Context: an optimization exercise on an open-source flow, tuned for small area. The choices shown serve that exercise and are no tape-out recipe.
Function was checked by simulation only, so behaviour that the tests miss may differ from the original.
Power is estimated from default activity; no workload was simulated.

==> run a: inputs <==
==> flow/design.v <==
module mcp2515_spi_target (
    input  logic       clk50,
    input  logic       rst,
    input  logic       cs,
    input  logic       sck,
    input  logic       si,
    output logic       so,
    output logic       busy,
    output logic       tx_req,
    input  logic       tx_done,
    input  logic       rx_load,
    output logic       int_n,
    output logic [2:0] opmode
);
    localparam logic [3:0] S_IDLE   = 4'd0;
    localparam logic [3:0] S_CMD    = 4'd1;
    localparam logic [3:0] S_ADDR_W = 4'd2;
    localparam logic [3:0] S_ADDR_R = 4'd3;
    localparam logic [3:0] S_ADDR_B = 4'd4;
    localparam logic [3:0] S_WR     = 4'd5;
    localparam logic [3:0] S_RD     = 4'd6;
    localparam logic [3:0] S_MASK   = 4'd7;
    localparam logic [3:0] S_BDATA  = 4'd8;
    localparam logic [3:0] S_SKIP   = 4'd9;
    localparam logic [3:0] S_SKIP_A = 4'd10;
    localparam int A_CANSTAT  = 7'h0E;
    localparam int A_CANCTRL  = 7'h0F;
    localparam int A_CANINTE  = 7'h2B;
    localparam int A_CANINTF  = 7'h2C;
    localparam int A_TXB0CTRL = 7'h30;
    logic [1:0] cs_sync, sck_sync, si_sync;
    logic       sck_prev;
    logic       cs_s, sck_s, si_s;
    logic       cs_fall, cs_rise, sck_rise, sck_fall;
    always_ff @(posedge clk50) begin
        if (rst) begin
            cs_sync <= 2'b11;
            busy    <= 1'b0;
        end else begin
            cs_sync <= {cs_sync[0], cs};
            busy    <= ~cs_s;
        end
        sck_sync <= {sck_sync[0], sck};
        si_sync  <= {si_sync[0], si};
        sck_prev <= sck_s;
    end
    assign cs_s     = cs_sync[1];
    assign sck_s    = sck_sync[1];
    assign si_s     = si_sync[1];
    assign cs_fall  = ~busy & ~cs_s;
    assign cs_rise  = busy & cs_s;
    assign sck_rise = ~sck_prev & sck_s;
    assign sck_fall = sck_prev & ~sck_s;
    logic [3:0] state;
    logic [2:0] bit_cnt;
    logic [6:0] rx_sr;
    logic [7:0] tx_sr;
    logic [6:0] ptr;
    logic       ph, ph_d;
    logic [7:0] rx_byte;
    logic       byte_done;
    logic [6:0] addr;
    logic [7:0] rd;
    logic       wr_en;
    logic [7:0] wd;
    logic       reset_regs;
    logic       wr2, rst2;     
    assign rx_byte   = {rx_sr, si_s};
    assign byte_done = sck_rise && (bit_cnt == 3'd7) && (state != S_IDLE);
    assign wr_en     = byte_done && ((state == S_WR) || (state == S_BDATA));
    assign reset_regs = rst || (cs_rise && (state == S_SKIP_A));
    assign addr = (state == S_ADDR_R) ? rx_byte[6:0] : ptr;
    always_ff @(posedge clk50) begin
        if (rst) begin
            state <= S_IDLE;
        end else if (state == S_IDLE) begin
            if (cs_fall) state <= S_CMD;
        end else if (cs_rise) begin
            state <= S_IDLE;
        end else if (byte_done) begin
            case (state)
                S_CMD: begin
                    case (rx_byte)
                        8'hC0:   state <= S_SKIP_A;
                        8'h02:   state <= S_ADDR_W;
                        8'h03:   state <= S_ADDR_R;
                        8'h05:   state <= S_ADDR_B;
                        default: state <= S_SKIP;
                    endcase
                end
                S_ADDR_W: state <= S_WR;
                S_ADDR_R: state <= S_RD;
                S_ADDR_B: state <= S_MASK;
                S_MASK:   state <= S_BDATA;
                S_BDATA:  state <= S_SKIP;
                default:  ;
            endcase
        end
    end
    always_ff @(posedge clk50) begin
        if (state == S_IDLE) begin
            bit_cnt <= 3'd0;
        end else if (sck_rise) begin
            bit_cnt <= bit_cnt + 3'd1;
        end
        if (sck_rise) begin
            rx_sr <= rx_byte[6:0];
        end
        if (byte_done) begin
            case (state)
                S_ADDR_W, S_ADDR_B: ptr <= rx_byte[6:0];
                S_ADDR_R, S_RD: ptr <= addr + 7'd1;
                default: ;
            endcase
        end else if (wr2) begin
            ptr <= ptr + 7'd1;
        end
        if (byte_done && ((state == S_ADDR_R) || (state == S_RD))) begin
            tx_sr <= rd;
        end else if (byte_done) begin
            tx_sr <= wd;
        end else if (sck_fall && (bit_cnt != 3'd0) && (state == S_RD)) begin
            tx_sr <= {tx_sr[6:0], 1'b1};
        end
        ph   <= ph_d;
        wr2  <= wr_en;
        rst2 <= reset_regs;
    end
    assign so = (state == S_RD) ? tx_sr[7] : 1'b1;
    function automatic logic is_plain(input int i, input int b);
        is_plain = !((i == A_CANSTAT) || (i == A_CANCTRL) || (i == A_CANINTE) ||
                 (i == A_CANINTF) || ((i == A_TXB0CTRL) && (b == 3)));
    endfunction
    function automatic int plain_idx(input int b, input int n);
        plain_idx = n;
        if (plain_idx >= A_CANSTAT) plain_idx = plain_idx + 2;
        if (plain_idx >= A_CANINTE) plain_idx = plain_idx + 2;
        if ((b == 3) && (plain_idx >= A_TXB0CTRL)) plain_idx = plain_idx + 1;
    endfunction
    function automatic logic [7:0] plain_mask(input int i);
        for (int b = 0; b < 8; b++) plain_mask[b] = is_plain(i, b);
    endfunction
    logic [7:0]   dec_lo;
    logic [15:0]  dec_hi;
    logic [127:0] hold_n;
    logic [7:0]   col_n;    
    logic         all_on;
    assign all_on = reset_regs | rst2;
    always_comb begin
        for (int j = 0; j < 8; j++) begin
            dec_lo[j]   = (addr[2:0] == j[2:0]) | all_on;
        end
        for (int k = 0; k < 16; k++) begin
            dec_hi[k]     = (addr[6:3] == k[3:0]) | all_on;
        end
    end
    for (genvar i = 0; i < 128; i++) begin : g_dec
        mcp_dec_cell u_dec (
            .lo(dec_lo[i % 8]), .hi(dec_hi[i / 8]), .hold_n(hold_n[i])
        );
    end
    assign ph_d  = ~(rst | ph);
    assign col_n = (reset_regs | wr_en) ? 8'h00 :
                   rst2 ? {8{~ph_d}} :
                   wr2  ? ~(tx_sr ^ {8{ph_d}}) : 8'hFF;
    logic [7:0] mem [0:127];
    for (genvar i = 0; i < 128; i++) begin : g_mem
        if (plain_mask(i) != 8'h00) begin : g_byte
            mcp_byte_cell #(.MASK(plain_mask(i))) u_byte (
                .clk(clk50), .wen_n(hold_n[i]), .col_n(col_n), .q(mem[i])
            );
        end else begin : g_none
            assign mem[i] = 8'h00;
        end
    end
    logic [7:0] canctrl, caninte, canintf;
    logic       txreq_bit;
    always_ff @(posedge clk50) begin
        if (reset_regs) begin
            canctrl   <= 8'h87;
            caninte   <= 8'h00;
            canintf   <= 8'h00;
            txreq_bit <= 1'b0;
            tx_req    <= 1'b0;
        end else begin
            tx_req <= wr_en && !hold_n[A_TXB0CTRL] && wd[3] && !txreq_bit;
            if (tx_done) begin
                txreq_bit  <= 1'b0;
                canintf[2] <= 1'b1;
            end
            if (rx_load) begin
                canintf[0] <= 1'b1;
            end
            if (wr_en && !hold_n[A_CANCTRL])  canctrl   <= wd;
            if (wr_en && !hold_n[A_CANINTE])  caninte   <= wd;
            if (wr_en && !hold_n[A_CANINTF])  canintf   <= wd;
            if (wr_en && !hold_n[A_TXB0CTRL]) txreq_bit <= wd[3];
        end
    end
    logic [63:0] pair_n [0:7];
    logic [7:0]  rd_plain;
    logic [7:0]  rd_spec;
    logic [7:0]  spec_sel;
    logic [127:0] sel;
    assign sel = ~hold_n;
    for (genvar b = 0; b < 8; b++) begin : g_rd
        localparam int N = (b == 3) ? 123 : 124;
        for (genvar p = 0; p < 64; p++) begin : g_pair
            if (2 * p + 1 < N) begin : g_two
                localparam int IA = plain_idx(b, 2 * p);
                localparam int IB = plain_idx(b, 2 * p + 1);
                mcp_rd_pair u_pair (
                    .xa(hold_n[IA]), .sa(mem[IA][b]), .xb(hold_n[IB]), .sb(mem[IB][b]), .y_n(pair_n[b][p])
                );
            end else if (2 * p < N) begin : g_one
                localparam int IA = plain_idx(b, 2 * p);
                assign pair_n[b][p] = ~(hold_n[IA] | mem[IA][b]);
            end else begin : g_zero
                assign pair_n[b][p] = 1'b0;
            end
        end
        assign rd_plain[b] = ~|pair_n[b];
    end
    always_comb begin
        rd_spec  = ({8{sel[A_CANSTAT]}} & {canctrl[7:5], 5'b0}) |
                   ({8{sel[A_CANCTRL]}} & canctrl) |
                   ({8{sel[A_CANINTE]}} & caninte) |
                   ({8{sel[A_CANINTF]}} & canintf) |
                   ({8{sel[A_TXB0CTRL]}} & {4'b0, txreq_bit, 3'b0});
        spec_sel = {8{sel[A_CANSTAT] | sel[A_CANCTRL] | sel[A_CANINTE] | sel[A_CANINTF]}} |
                   {4'b0, sel[A_TXB0CTRL], 3'b0};
        rd = ((rd_plain ^ {8{ph}}) & ~spec_sel) | rd_spec;
    end
    assign wd = (state == S_BDATA) ? ((rd & ~tx_sr) | (rx_byte & tx_sr)) : rx_byte;
    always_ff @(posedge clk50) begin
        if (rst) begin
            int_n  <= 1'b1;
            opmode <= 3'b100;
        end else begin
            int_n  <= ~|(caninte & canintf);
            opmode <= canctrl[7:5];
        end
    end
endmodule
module mcp_dec_cell (
    input  logic lo,
    input  logic hi,
    output logic hold_n
);
    assign hold_n = ~(lo & hi);
endmodule
module mcp_byte_cell #(
    parameter logic [7:0] MASK = 8'hFF
) (
    input  logic       clk,
    input  logic       wen_n,
    input  logic [7:0] col_n,
    output logic [7:0] q
);
    for (genvar b = 0; b < 8; b++) begin : g_bit
        if (MASK[b]) begin : g_on
            logic d;
            mcp_bit_gate u_gate (.wen_n(wen_n), .col_n(col_n[b]), .q(q[b]), .d(d));
            always_ff @(posedge clk) q[b] <= d;
        end else begin : g_off
            assign q[b] = 1'b0;
        end
    end
endmodule
module mcp_rd_pair (
    input  logic xa,
    input  logic sa,
    input  logic xb,
    input  logic sb,
    output logic y_n
);
    assign y_n = ~((xa | sa) & (xb | sb));
endmodule
module mcp_bit_gate (
    input  logic wen_n,
    input  logic col_n,
    input  logic q,
    output logic d
);
    assign d = ~((wen_n | col_n) & q);
endmodule
==> flow/run.sh <==
#!/bin/bash
# synth_recipe.tcl (not shown) runs the flow's synth.tcl, then flattens the netlist and writes it again
# the make line also repeats each setting of config.mk as NAME=value (left out here)
make -C /OpenROAD-flow-scripts/flow DESIGN_CONFIG=/design/flow/config.mk WORK_HOME=/design/flow/orfs CLKGATE_MAP_FILE= SYNTH_SCRIPT=/design/flow/synth_recipe.tcl finish
==> flow/config.mk <==
export PLATFORM = sky130hd
export DESIGN_NAME = mcp2515_spi_target
export DESIGN_NICKNAME = mcp2515_spi_target
export VERILOG_FILES = /design/flow/design.v
export SDC_FILE = /design/flow/constraint.sdc
export NUM_CORES = 4
export LEC_CHECK = 0
export CAP_MARGIN = 40
export CORE_MARGIN = 2
export CORE_UTILIZATION = 35
export CTS_CLUSTER_DIAMETER = 80
export CTS_CLUSTER_SIZE = 25
export SLEW_MARGIN = 40
export SYNTH_HIERARCHICAL = 1
export SYNTH_MINIMUM_KEEP_SIZE = 0
==> flow/constraint.sdc <==
create_clock -name core_clock -period 10.0 [get_ports {clk50}]
set_input_delay 2.0000 -clock core_clock [delete_from_list [all_inputs] [get_ports {clk50}]]
set_output_delay 2.0000 -clock core_clock [all_outputs]
set_load 0.01 [all_outputs]
==> inputs of run b, as changes to run a <==
CORE_UTILIZATION = 55   (was 35)
CTS_CLUSTER_DIAMETER = 100   (was 80)
CTS_CLUSTER_SIZE = 28   (was 25)
==> inputs of run c, as changes to run a <==
==> flow/design.v, changed modules only <==
module mcp2515_spi_target (
    input  logic       clk50,
    input  logic       rst,
    input  logic       cs,
    input  logic       sck,
    input  logic       si,
    output logic       so,
    output logic       busy,
    output logic       tx_req,
    input  logic       tx_done,
    input  logic       rx_load,
    output logic       int_n,
    output logic [2:0] opmode
);
    localparam logic [3:0] S_IDLE   = 4'd0;
    localparam logic [3:0] S_CMD    = 4'd1;
    localparam logic [3:0] S_ADDR_W = 4'd2;
    localparam logic [3:0] S_ADDR_R = 4'd3;
    localparam logic [3:0] S_ADDR_B = 4'd4;
    localparam logic [3:0] S_WR     = 4'd5;
    localparam logic [3:0] S_RD     = 4'd6;
    localparam logic [3:0] S_MASK   = 4'd7;
    localparam logic [3:0] S_BDATA  = 4'd8;
    localparam logic [3:0] S_SKIP   = 4'd9;
    localparam logic [3:0] S_SKIP_A = 4'd10;
    localparam int A_CANSTAT  = 7'h0E;
    localparam int A_CANCTRL  = 7'h0F;
    localparam int A_CANINTE  = 7'h2B;
    localparam int A_CANINTF  = 7'h2C;
    localparam int A_TXB0CTRL = 7'h30;
    logic [1:0] cs_sync, sck_sync, si_sync;
    logic       sck_prev;
    logic       cs_s, sck_s, si_s;
    logic       cs_fall, cs_rise, sck_rise, sck_fall;
    always_ff @(posedge clk50) begin
        if (rst) begin
            cs_sync <= 2'b11;
            busy    <= 1'b0;
        end else begin
            cs_sync <= {cs_sync[0], cs};
            busy    <= ~cs_s;
        end
        sck_sync <= {sck_sync[0], sck};
        si_sync  <= {si_sync[0], si};
        sck_prev <= sck_s;
    end
    assign cs_s     = cs_sync[1];
    assign sck_s    = sck_sync[1];
    assign si_s     = si_sync[1];
    assign cs_fall  = ~busy & ~cs_s;
    assign cs_rise  = busy & cs_s;
    assign sck_rise = ~sck_prev & sck_s;
    assign sck_fall = sck_prev & ~sck_s;
    logic [3:0] state;
    logic [2:0] bit_cnt;
    logic [6:0] rx_sr;
    logic [7:0] tx_sr;
    logic [6:0] ptr;
    logic       ph, ph_d;
    logic [7:0] rx_byte;
    logic       byte_done;
    logic [6:0] addr;
    logic [7:0] rd;
    logic       wr_en;
    logic [7:0] wd;
    logic       reset_regs;
    assign rx_byte   = {rx_sr, si_s};
    assign byte_done = sck_rise && (bit_cnt == 3'd7) && (state != S_IDLE);
    assign wr_en     = byte_done && ((state == S_WR) || (state == S_BDATA));
    assign reset_regs = rst || (cs_rise && (state == S_SKIP_A));
    assign addr = (state == S_ADDR_R) ? rx_byte[6:0] : ptr;
    always_ff @(posedge clk50) begin
        if (rst) begin
            state <= S_IDLE;
        end else if (state == S_IDLE) begin
            if (cs_fall) state <= S_CMD;
        end else if (cs_rise) begin
            state <= S_IDLE;
        end else if (byte_done) begin
            case (state)
                S_CMD: begin
                    case (rx_byte)
                        8'hC0:   state <= S_SKIP_A;
                        8'h02:   state <= S_ADDR_W;
                        8'h03:   state <= S_ADDR_R;
                        8'h05:   state <= S_ADDR_B;
                        default: state <= S_SKIP;
                    endcase
                end
                S_ADDR_W: state <= S_WR;
                S_ADDR_R: state <= S_RD;
                S_ADDR_B: state <= S_MASK;
                S_MASK:   state <= S_BDATA;
                S_BDATA:  state <= S_SKIP;
                default:  ;
            endcase
        end
    end
    always_ff @(posedge clk50) begin
        if (state == S_IDLE) begin
            bit_cnt <= 3'd0;
        end else if (sck_rise) begin
            bit_cnt <= bit_cnt + 3'd1;
        end
        if (sck_rise) begin
            rx_sr <= rx_byte[6:0];
        end
        if (byte_done) begin
            case (state)
                S_ADDR_W, S_ADDR_B: ptr <= rx_byte[6:0];
                S_ADDR_R, S_WR, S_RD: ptr <= addr + 7'd1;
                default: ;
            endcase
        end
        if (byte_done && ((state == S_ADDR_R) || (state == S_RD))) begin
            tx_sr <= rd;
        end else if (byte_done && (state == S_MASK)) begin
            tx_sr <= rx_byte;
        end else if (sck_fall && (bit_cnt != 3'd0) && (state == S_RD)) begin
            tx_sr <= {tx_sr[6:0], 1'b1};
        end
        ph <= ph_d;
    end
    assign so = (state == S_RD) ? tx_sr[7] : 1'b1;
    function automatic logic is_plain(input int i, input int b);
        is_plain = !((i == A_CANSTAT) || (i == A_CANCTRL) || (i == A_CANINTE) ||
                 (i == A_CANINTF) || ((i == A_TXB0CTRL) && (b == 3)));
    endfunction
    function automatic int plain_idx(input int b, input int n);
        plain_idx = n;
        if (plain_idx >= A_CANSTAT) plain_idx = plain_idx + 2;
        if (plain_idx >= A_CANINTE) plain_idx = plain_idx + 2;
        if ((b == 3) && (plain_idx >= A_TXB0CTRL)) plain_idx = plain_idx + 1;
    endfunction
    function automatic logic [7:0] plain_mask(input int i);
        for (int b = 0; b < 8; b++) plain_mask[b] = is_plain(i, b);
    endfunction
    logic [7:0]   dec_lo, dec_lo_n;
    logic [15:0]  dec_hi, dec_hi_w_n;
    logic [127:0] hold_n, load;
    logic [7:0]   bus_n;    
    always_comb begin
        for (int j = 0; j < 8; j++) begin
            dec_lo[j]   = (addr[2:0] == j[2:0]) | reset_regs;
            dec_lo_n[j] = ~dec_lo[j];
        end
        for (int k = 0; k < 16; k++) begin
            dec_hi[k]     = (addr[6:3] == k[3:0]) | reset_regs;
            dec_hi_w_n[k] = ~(((addr[6:3] == k[3:0]) & wr_en) | reset_regs);
        end
    end
    for (genvar i = 0; i < 128; i++) begin : g_dec
        mcp_dec_cell u_dec (
            .lo(dec_lo[i % 8]), .lo_n(dec_lo_n[i % 8]),
            .hi(dec_hi[i / 8]), .hi_w_n(dec_hi_w_n[i / 8]),
            .hold_n(hold_n[i]), .load(load[i])
        );
    end
    assign ph_d  = ~(rst | ph);
    assign bus_n = ~(reset_regs ? {8{ph_d}} : (wr_en ? (wd ^ {8{ph_d}}) : 8'h00));
    logic [7:0] mem [0:127];
    for (genvar i = 0; i < 128; i++) begin : g_mem
        if (plain_mask(i) != 8'h00) begin : g_byte
            mcp_byte_cell #(.MASK(plain_mask(i))) u_byte (
                .clk(clk50), .hold_n(hold_n[i]), .load(load[i]), .bus_n(bus_n), .q(mem[i])
            );
        end else begin : g_none
            assign mem[i] = 8'h00;
        end
    end
    logic [7:0] canctrl, caninte, canintf;
    logic       txreq_bit;
    always_ff @(posedge clk50) begin
        if (reset_regs) begin
            canctrl   <= 8'h87;
            caninte   <= 8'h00;
            canintf   <= 8'h00;
            txreq_bit <= 1'b0;
            tx_req    <= 1'b0;
        end else begin
            tx_req <= load[A_TXB0CTRL] && wd[3] && !txreq_bit;
            if (tx_done) begin
                txreq_bit  <= 1'b0;
                canintf[2] <= 1'b1;
            end
            if (rx_load) begin
                canintf[0] <= 1'b1;
            end
            if (load[A_CANCTRL])  canctrl   <= wd;
            if (load[A_CANINTE])  caninte   <= wd;
            if (load[A_CANINTF])  canintf   <= wd;
            if (load[A_TXB0CTRL]) txreq_bit <= wd[3];
        end
    end
    logic [63:0] pair_n [0:7];
    logic [7:0]  rd_plain;
    logic [7:0]  rd_spec;
    logic [7:0]  spec_sel;
    logic [127:0] sel;
    assign sel = ~hold_n;
    for (genvar b = 0; b < 8; b++) begin : g_rd
        localparam int N = (b == 3) ? 123 : 124;
        for (genvar p = 0; p < 64; p++) begin : g_pair
            if (2 * p + 1 < N) begin : g_two
                localparam int IA = plain_idx(b, 2 * p);
                localparam int IB = plain_idx(b, 2 * p + 1);
                mcp_rd_pair u_pair (
                    .xa(hold_n[IA]), .sa(mem[IA][b]), .xb(hold_n[IB]), .sb(mem[IB][b]), .y_n(pair_n[b][p])
                );
            end else if (2 * p < N) begin : g_one
                localparam int IA = plain_idx(b, 2 * p);
                assign pair_n[b][p] = ~(hold_n[IA] | mem[IA][b]);
            end else begin : g_zero
                assign pair_n[b][p] = 1'b0;
            end
        end
        assign rd_plain[b] = ~|pair_n[b];
    end
    always_comb begin
        rd_spec  = ({8{sel[A_CANSTAT]}} & {canctrl[7:5], 5'b0}) |
                   ({8{sel[A_CANCTRL]}} & canctrl) |
                   ({8{sel[A_CANINTE]}} & caninte) |
                   ({8{sel[A_CANINTF]}} & canintf) |
                   ({8{sel[A_TXB0CTRL]}} & {4'b0, txreq_bit, 3'b0});
        spec_sel = {8{sel[A_CANSTAT] | sel[A_CANCTRL] | sel[A_CANINTE] | sel[A_CANINTF]}} |
                   {4'b0, sel[A_TXB0CTRL], 3'b0};
        rd = ((rd_plain ^ {8{ph}}) & ~spec_sel) | rd_spec;
    end
    assign wd = (state == S_BDATA) ? ((rd & ~tx_sr) | (rx_byte & tx_sr)) : rx_byte;
    always_ff @(posedge clk50) begin
        if (rst) begin
            int_n  <= 1'b1;
            opmode <= 3'b100;
        end else begin
            int_n  <= ~|(caninte & canintf);
            opmode <= canctrl[7:5];
        end
    end
endmodule
module mcp_dec_cell (
    input  logic lo,
    input  logic lo_n,
    input  logic hi,
    input  logic hi_w_n,
    output logic hold_n,
    output logic load
);
    assign hold_n = ~(lo & hi);
    assign load   = ~(lo_n | hi_w_n);
endmodule
module mcp_byte_cell #(
    parameter logic [7:0] MASK = 8'hFF
) (
    input  logic       clk,
    input  logic       hold_n,
    input  logic       load,
    input  logic [7:0] bus_n,
    output logic [7:0] q
);
    for (genvar b = 0; b < 8; b++) begin : g_bit
        if (MASK[b]) begin : g_on
            logic d;
            mcp_hold_gate u_gate (.hold_n(hold_n), .bus_n(bus_n[b]), .load(load), .q(q[b]), .d(d));
            always_ff @(posedge clk) q[b] <= d;
        end else begin : g_off
            assign q[b] = 1'b0;
        end
    end
endmodule
module mcp_hold_gate (
    input  logic hold_n,
    input  logic bus_n,
    input  logic load,
    input  logic q,
    output logic d
);
    assign d = ~((hold_n | bus_n) & (load | q));
endmodule
// module mcp_bit_gate removed
CTS_CLUSTER_DIAMETER = unset   (was 80)
CTS_CLUSTER_SIZE = unset   (was 25)
==> run notes <==
The lowest via count belongs to run a, the highest to run c.
Between run c and run b, the lower synthesized cell count is in run b (gap 4.5%, measured against run b).
Utilization, lowest first: run a, run c, run b.
Against run b, the clock power of run a is larger by about 11%.
Design area: run c > run a > run b.
Hold slack, lowest first: run c, run a, run b.
Worst setup slack: run c < run b < run a.
Sequential share of layout area: run b > run a > run c.
Critical path depth is the same in run a and run c.
Against run c, the sequential power of run b is smaller by 4.5%.
Against run c, the fmax of run b is larger by 9.1%.
==> figures <==
quantity                                                                      run c                     run b                     run a
Average cell area after synthesis                                          10.4 um2                  10.3 um2                  10.3 um2
Endpoint of the worst-slack reg-to-reg timing path     g_mem[66].g_byte.u_byte.q[0]                  tx_sr[6]                  tx_sr[3]
Total clock sinks                                                              1059                      1061                      1061
Ratio of cells with drive above 1 in the final layout                        0.0812                    0.0418                    0.0463
Final cycle utilization of the critical path                                  0.805                     0.738                     0.704
Tap cell instance count                                                        1298                       782                      1265
Sum of routed wire length over all layers                                    120 mm                   95.9 mm                   95.5 mm
Vias                                                                          31100                     26900                     26300
FF-to-FF path depth                                                              18                        15                        14
Worst setup slack after placement                                          0.910 ns                   2.03 ns                   2.36 ns
Status                                             no timing/DRC/antenna violations  no timing/DRC/antenna violations  no timing/DRC/antenna violations
H-tree depth                                                                      3                         2                         2
Met2 capacity usage during global routing                                     0.339                     0.479                     0.282
Avg Vias per Cell                                                              6.29                      6.52                      5.67
Peak ir drop on the vdd network                                              152 uV                    158 uV                    125 uV
Most common cell after layout, fill and taps aside         sky130_fd_sc_hd__o22ai_1  sky130_fd_sc_hd__dfxtp_1  sky130_fd_sc_hd__dfxtp_1
Post-route minimum period                                                   8.05 ns                   7.38 ns                   7.04 ns
Worst slack on hold paths                                                  0.327 ns                  0.351 ns                  0.339 ns
Total CTS buffers                                                               104                        43                        50
Design Power                                                                10.7 mW                   8.31 mW                   8.52 mW
Worst endpoint required time                                               10.53 ns                  10.37 ns                  10.50 ns
Met1 Track Usage GR                                                           0.316                     0.431                     0.278
Global routing met3 resource utilization                                     0.0446                    0.0384                    0.0351

-- what the ideal ports hide --
Ports are ideal in the flow. The routed layouts listed here were re-timed in OpenROAD.
Step 1 (the two cells are an assumption about what drives the block):
set clk [get_ports {clk50}]
set_driving_cell -lib_cell sky130_fd_sc_hd__clkbuf_16 $clk
set_driving_cell -lib_cell sky130_fd_sc_hd__buf_2 [delete_from_list [all_inputs] $clk]
Step 2, shift: input delay + t, output delay - t, t = (earliest + latest rising clock arrival at the registers) / 2. This alone moves slack from input paths to output paths.
Three values: no drivers, after step 1, after step 2; two values: the first two.
run	shift t [ns]	setup WS [ns]	latest minus earliest clock arrival (ns)
run a	0.694	2.957 / 3.000 / 2.306	0.041 / 0.041
run b	0.673	2.623 / 2.663 / 1.991	0.026 / 0.025
run c	0.744	1.954 / 1.999 / 1.255	0.026 / 0.026
After both steps setup and hold are still met in every run listed. For run c, which loses most, drivers alone change the setup slack by +0.045 ns; drivers and shift together by -0.699 ns.
